This is an optimization exercise on Yosys and OpenROAD, whose aim is small area and few clock cycles per item, not a production implementation. RTL that was checked went through simulation tests only; none was proved equivalent to the original. Only the layout flow was run in run 2; the RTL was not checked for function there.

## flow/design.v (module list and top-level ports; edited modules follow where they fit)
// module dsp_mac_pipe: 1019 lines
module dsp_mac_pipe (
  input  logic               CLK,
  input  logic               RSTN,
  input  logic               IN_VALID,
  output logic               IN_READY,
  input  logic signed [17:0] A,
  input  logic signed [17:0] B,
  input  logic signed [17:0] D,
  input  logic signed [47:0] C,
  input  logic [3:0]         OPMODE,
  output logic               OUT_VALID,
  input  logic               OUT_READY,
  output logic signed [47:0] P,
  output logic               CARRYOUT,
  output logic               OVERFLOW
);
  // ...
==> flow/flow/run.sh <==
#!/bin/bash
# The standard ORFS layout (the standard.sh), with these changes:
# - the port buffers that global placement inserts on every input and output
#   are sky130_fd_sc_hd__buf_1 instead of the tool's default pick; timing
#   repair still resizes any of them that need more drive;
# - Yosys's synth runs without its early "abc -fast" pass, so the full adders
#   that ORFS extracts keep the polarity the RTL writes them in (the final ABC
#   mapping and everything else are unchanged);
# - clock tree synthesis uses smaller clock buffers, larger sink clusters and
#   no dummy loads.
set -euo pipefail
bash standard.sh "BUFFER_PORTS_ARGS=-buffer_cell sky130_fd_sc_hd__buf_1" "SYNTH_ARGS=-noabc" \
  "CTS_ARGS=-sink_clustering_enable -repair_clock_nets -buf_list {sky130_fd_sc_hd__clkbuf_4 sky130_fd_sc_hd__clkbuf_8} -sink_clustering_size 30 -sink_clustering_max_diameter 100 -dont_use_dummy_load" \
  finish > standard.log 2>&1
==> flow/standard.sh <==
#!/bin/bash
# synth_recipe.tcl (not shown) runs the flow's synth.tcl, then flattens the netlist and writes it again
# the make line also repeats each setting of config.mk as NAME=value (left out here)
make -C /OpenROAD-flow-scripts/flow DESIGN_CONFIG=/design/flow/config.mk WORK_HOME=/design/flow/orfs CLKGATE_MAP_FILE= SYNTH_SCRIPT=/design/flow/synth_recipe.tcl "${@:-finish}"
==> flow/config.mk <==
export PLATFORM = sky130hd
export DESIGN_NAME = dsp_mac_pipe
export DESIGN_NICKNAME = dsp_mac_pipe
export VERILOG_FILES = /design/flow/design.v
export SDC_FILE = /design/flow/constraint.sdc
export NUM_CORES = 4
export LEC_CHECK = 0
export CAP_MARGIN = 20
export CORE_MARGIN = 2
export CORE_UTILIZATION = 40
export SLEW_MARGIN = 20
==> flow/constraint.sdc <==
create_clock -name core_clock -period 7.0 [get_ports {CLK}]
set_input_delay 1.4000 -clock core_clock [delete_from_list [all_inputs] [get_ports {CLK}]]
set_output_delay 1.4000 -clock core_clock [all_outputs]
set_load 0.01 [all_outputs]
==> impl_metrics.tcl, run 1 <==
set metrics [dict create \
    status "no timing/DRC/antenna violations" \
    mostFrequentLayoutCells "208 x xnor2_1, 169 x fa_1, 161 x buf_1" \
    drv_cap 0 \
    coreArea_um2 37800 \
    wl_met2_um 19200 \
    numPortBuffers 161 \
    finalSetupViolCount 0 \
    largestRegisters "c1_q (48), r_q (48), pre1_q (19)" \
    hold_end "cnt_q[3]$_DFFE_PN0P_" \
    fmax_mhz 148 \
    hold_depth 1 \
    finClkSkew_ns 0.0344 \
    top_layer "met4" \
    netlist_top_cells_area "edfxtp_1 27%, fa_1 22%, xnor2_1 12%" \
    fp-row-count 71 \
    nClkBuffers 17 \
    initial_utilization_pct 40.8 \
    path_delay_family "adder cells" \
    synthSimpleGateAreaFrac_pct 7.44 \
    synth_top_area_share_pct 26.7 \
    synth_ff_type "edfxtp_1" \
    die_w_um 200 \
    top_usage_layer "met2" \
    drive_gt1_share_pct 10.3 \
    dieArea_um2 40200 \
    grt_util_met3_pct 3.57 \
    dpl_worst_slack_ns 0.0699 \
    place_area_um2 16900 \
    fin_setup_tns_ns 0 \
    hold_buffers 0 \
    yosysTopAreaCell "edfxtp_1" \
    clock_sinks 143 \
    ys_warn_count 1 \
]
Testbench counts, summed over its fixed seeds: cycles 32,062, items 32,046.
==> run 2, diff against run 1 <==
--- a/flow/design.v
+++ b/flow/design.v
@@ -153,18 +153,18 @@
   end
   logic [18:0] pre;
   logic [18:0] a_ext;
   logic [8:0]  one, two, neg;
   assign pre   = pre1_q;
   assign a_ext = {a1_q, 1'b0};
   always_comb begin
     for (int i = 0; i < 9; i++) begin
-      one[i] = v1_q & (a_ext[2*i+1] ^ a_ext[2*i]);
-      two[i] = v1_q & ((a_ext[2*i+2] & ~a_ext[2*i+1] & ~a_ext[2*i]) |
+      one[i] = a_ext[2*i+1] ^ a_ext[2*i];
+      two[i] = ((a_ext[2*i+2] & ~a_ext[2*i+1] & ~a_ext[2*i]) |
                        (~a_ext[2*i+2] & a_ext[2*i+1] & a_ext[2*i]));
       neg[i] = v1_q & (a_ext[2*i+2] ^ op1_q[1]);
     end
   end
   logic [19:0] pre2, pre1;
   assign pre1 = {pre[18], pre};
   assign pre2 = {pre, 1'b0};
   logic [19:0] y0, y1, y2, y3, y4, y5, y6, y7, y8;
==> impl_metrics.tcl, run 2 <==
set metrics [dict create \
    ys_seq_area_share_pct 28.1 \
    clock_sinks 143 \
    io_pins 162 \
    clock_latency_ns 0.50 \
    final_antenna_net_count 0 \
    status "no timing/DRC/antenna violations" \
    mostFrequentLayoutCells "206 x xnor2_1, 169 x fa_1, 161 x buf_1" \
    numCtsBuffers 17 \
    routed_wl_um 40500 \
    grt_antenna_before_repair 0 \
    yosysMostFrequentCell "xnor2_1" \
    fp.dieH_um 199 \
    finClkSkew_ns 0.0318 \
    fmax_mhz 151 \
    grtUsageTotal_pct 21.4 \
    wl_per_cell_um 20.2 \
    finalSetupViolCount 0 \
    syn_inst 1343 \
    multi_input_area_um2 10300 \
    drv_cap 0 \
    hold_ws_ns 0.572 \
    num_antenna_cells 0 \
    hold_buffers 0 \
    nets 1872 \
    postLayoutCellArea_um2 16900 \
    drive_gt1_share_pct 9.04 \
    clkTransAtPathRegs_ns 0.08 \
    netlist_top_cells_area "edfxtp_1 27%, fa_1 22%, xnor2_1 12%" \
    dr.pass1.iters 5 \
    cp-start-kind "flip-flop" \
    drc 0 \
    yosysTopAreaCell "edfxtp_1" \
    period_share_pct 94.5 \
    grt_pass1_vias 11300 \
    area_growth_pct 11.2 \
    tightest_slew_ns 0.832 \
    crit_required_ns 7.36 \
    place_area_um2 16600 \
    dp_hpwl_um 32200 \
    setup_slack_ns 0.388 \
    cts_tree "done" \
    final_util_pct 45.0 \
    syn-num-nets 1719 \
    synth_ff_type "edfxtp_1" \
    synthTopCellsByCount "206 x xnor2_1, 169 x fa_1, 145 x a22oi_1" \
    coreArea_um2 37500 \
    grt_first_pass_wirelength_um 63600 \
    clock-root-buffer "clkbuf_8" \
    seq_area_um2 4260 \
    ys_warn_count 1 \
    reg2reg_slack_ns 0.39 \
    relSlewSlack_pct 44.5 \
    cp.arrival_ns 6.97 \
    grt-ovfl-total 0 \
    clockBufferDepth 2 \
    drtIter0Drc 813 \
    numPortBuffers 161 \
    ys_ff_latch 143 \
    fillerInstances 3583 \
    initial_utilization_pct 40.4 \
    htree_levels 4 \
    dieArea_um2 39500 \
    final_common_cell "xnor2_1" \
    dpl_worst_slack_ns 0.267 \
    synth_top_area_share_pct 27.2 \
    min_path_type "reg -> reg" \
    hold_viol_final 0 \
    yosysUniqueCellTypes 56 \
    cp_max_fo 18 \
    slew_viol_final 0 \
    die_w_um 199 \
    grt_start_max_net_pins 56 \
    largestRegisters "c1_q (48), r_q (48), pre1_q (19)" \
    end_kind "flip-flop" \
    place.gp.congestion 0.931 \
    synth_edf_count 137 \
    period_needed_ns 6.61 \
    synthArstFlopShare_pct 4.20 \
    vias 11000 \
    worst-setup-path-type "reg -> reg" \
    syn_area_um2 15200 \
    fp-row-count 71 \
    syn_area_per_cell_um2 11.3 \
    viasPerCell 5.47 \
]
run 2: area by class of cell:
class | count | share of cell area (%)
multi-input combinational | 1046 | 61.3
sequential | 143 | 25.3
timing repair buffer | 230 | 6.96
tap | 511 | 3.79
clock buffer | 17 | 1.39
inverter | 58 | 1.29
run 2: logic make-up after synthesis:
logic type	share of synthesized area (%)
adder cells (fa/ha/maj)	30.3
XOR/XNOR	15.3
flip-flops	28.1
multiplexers	3.39
AND/OR/NAND/NOR	5.76
buffers and inverters	3.88
AO/OA/AOI/OAI	13.2
run 2: repair_timing:
action	CTS	global route
buffers inserted	0	2
setup endpoints to repair	0	9
gates resized for setup	0	3
run 2: per-stage QoR:
stage          cells  TNS [ns]
3_3_place_gp    1986         0
2_1_floorplan   1343         0
5_1_grt         2005  -0.00297
3_5_place_dp    1986         0
6_report        2005         0
4_1_cts         2003         0
run 2: path summary, 6_finish.rpt:
| path | start | to | depth (start not counted) |
|---|---|---|---|
| max in group asynchronous | RSTN | cnt_q[2]$_DFFE_PN0P_ | 1 |
| hold / removal | cnt_q[2]$_DFFE_PN0P_ | cnt_q[2]$_DFFE_PN0P_ | 1 |
| hold reg to reg | cnt_q[2]$_DFFE_PN0P_ | cnt_q[2]$_DFFE_PN0P_ | 1 |
| setup reg to reg | a1_q[11]$_DFFE_PP_ | r_q[44]$_DFFE_PP_ | 21 |
| setup / recovery | a1_q[11]$_DFFE_PP_ | r_q[44]$_DFFE_PP_ | 21 |
| min in group asynchronous | RSTN | v1_q$_DFFE_PN0P_ | 1 |
run 2: worst max-delay path, stage by stage, from the launching register on:
cell and delay, ns:
edfxtp_1 0.54, nand2b_1 0.21, o21ai_1 0.21, buf_12 0.19, a22oi_1 0.13, xnor2_1 0.18
fa_1 0.43, fa_1 0.44, fa_1 0.43, fa_1 0.51, fa_1 0.41, fa_1 0.47
ha_1 0.37, nand2_1 0.06, o21ai_0 0.33, a221oi_2 0.13, nor2b_1 0.32, nor2_1 0.14
o21bai_4 0.26, a21oi_4 0.12, or4b_1 0.51, nand3_1 0.09
run 2: routing by layer:
metal	GRT usage, %	part of all wire (%)	up-vias
met4	6.30	2.0	0
met5	0	0	-
li1	-	-	5001
met3	2.98	5.5	43
met2	36.6	49	396
met1	28.2	43	5525

-- port drivers added, routing unchanged --
The flow's constraints put no driver on any port. The routed layouts listed below were extracted and timed again, unchanged, in two steps.
Step 1 assumes that a clkbuf_16 drives the clock port and a buf_2 every other input.
Step 2 times the ports against the registers' clock, not the clock port: input delays grow and output delays shrink by t, the midpoint of the rising clock arrivals with the driver on.
Slacks: no drivers / after step 1 / after step 2; pairs: no drivers / after step 1.
| run | t (ns) | setup WS [ns] | latest minus earliest clock arrival (ns) |
|---|---|---|---|
| run 1 | 0.564 | 0.231 / 0.231 / 0.231 | 0.034 / 0.035 |
| run 2 | 0.529 | 0.388 / 0.388 / 0.388 | 0.032 / 0.032 |
After both steps every run listed still meets setup and hold.
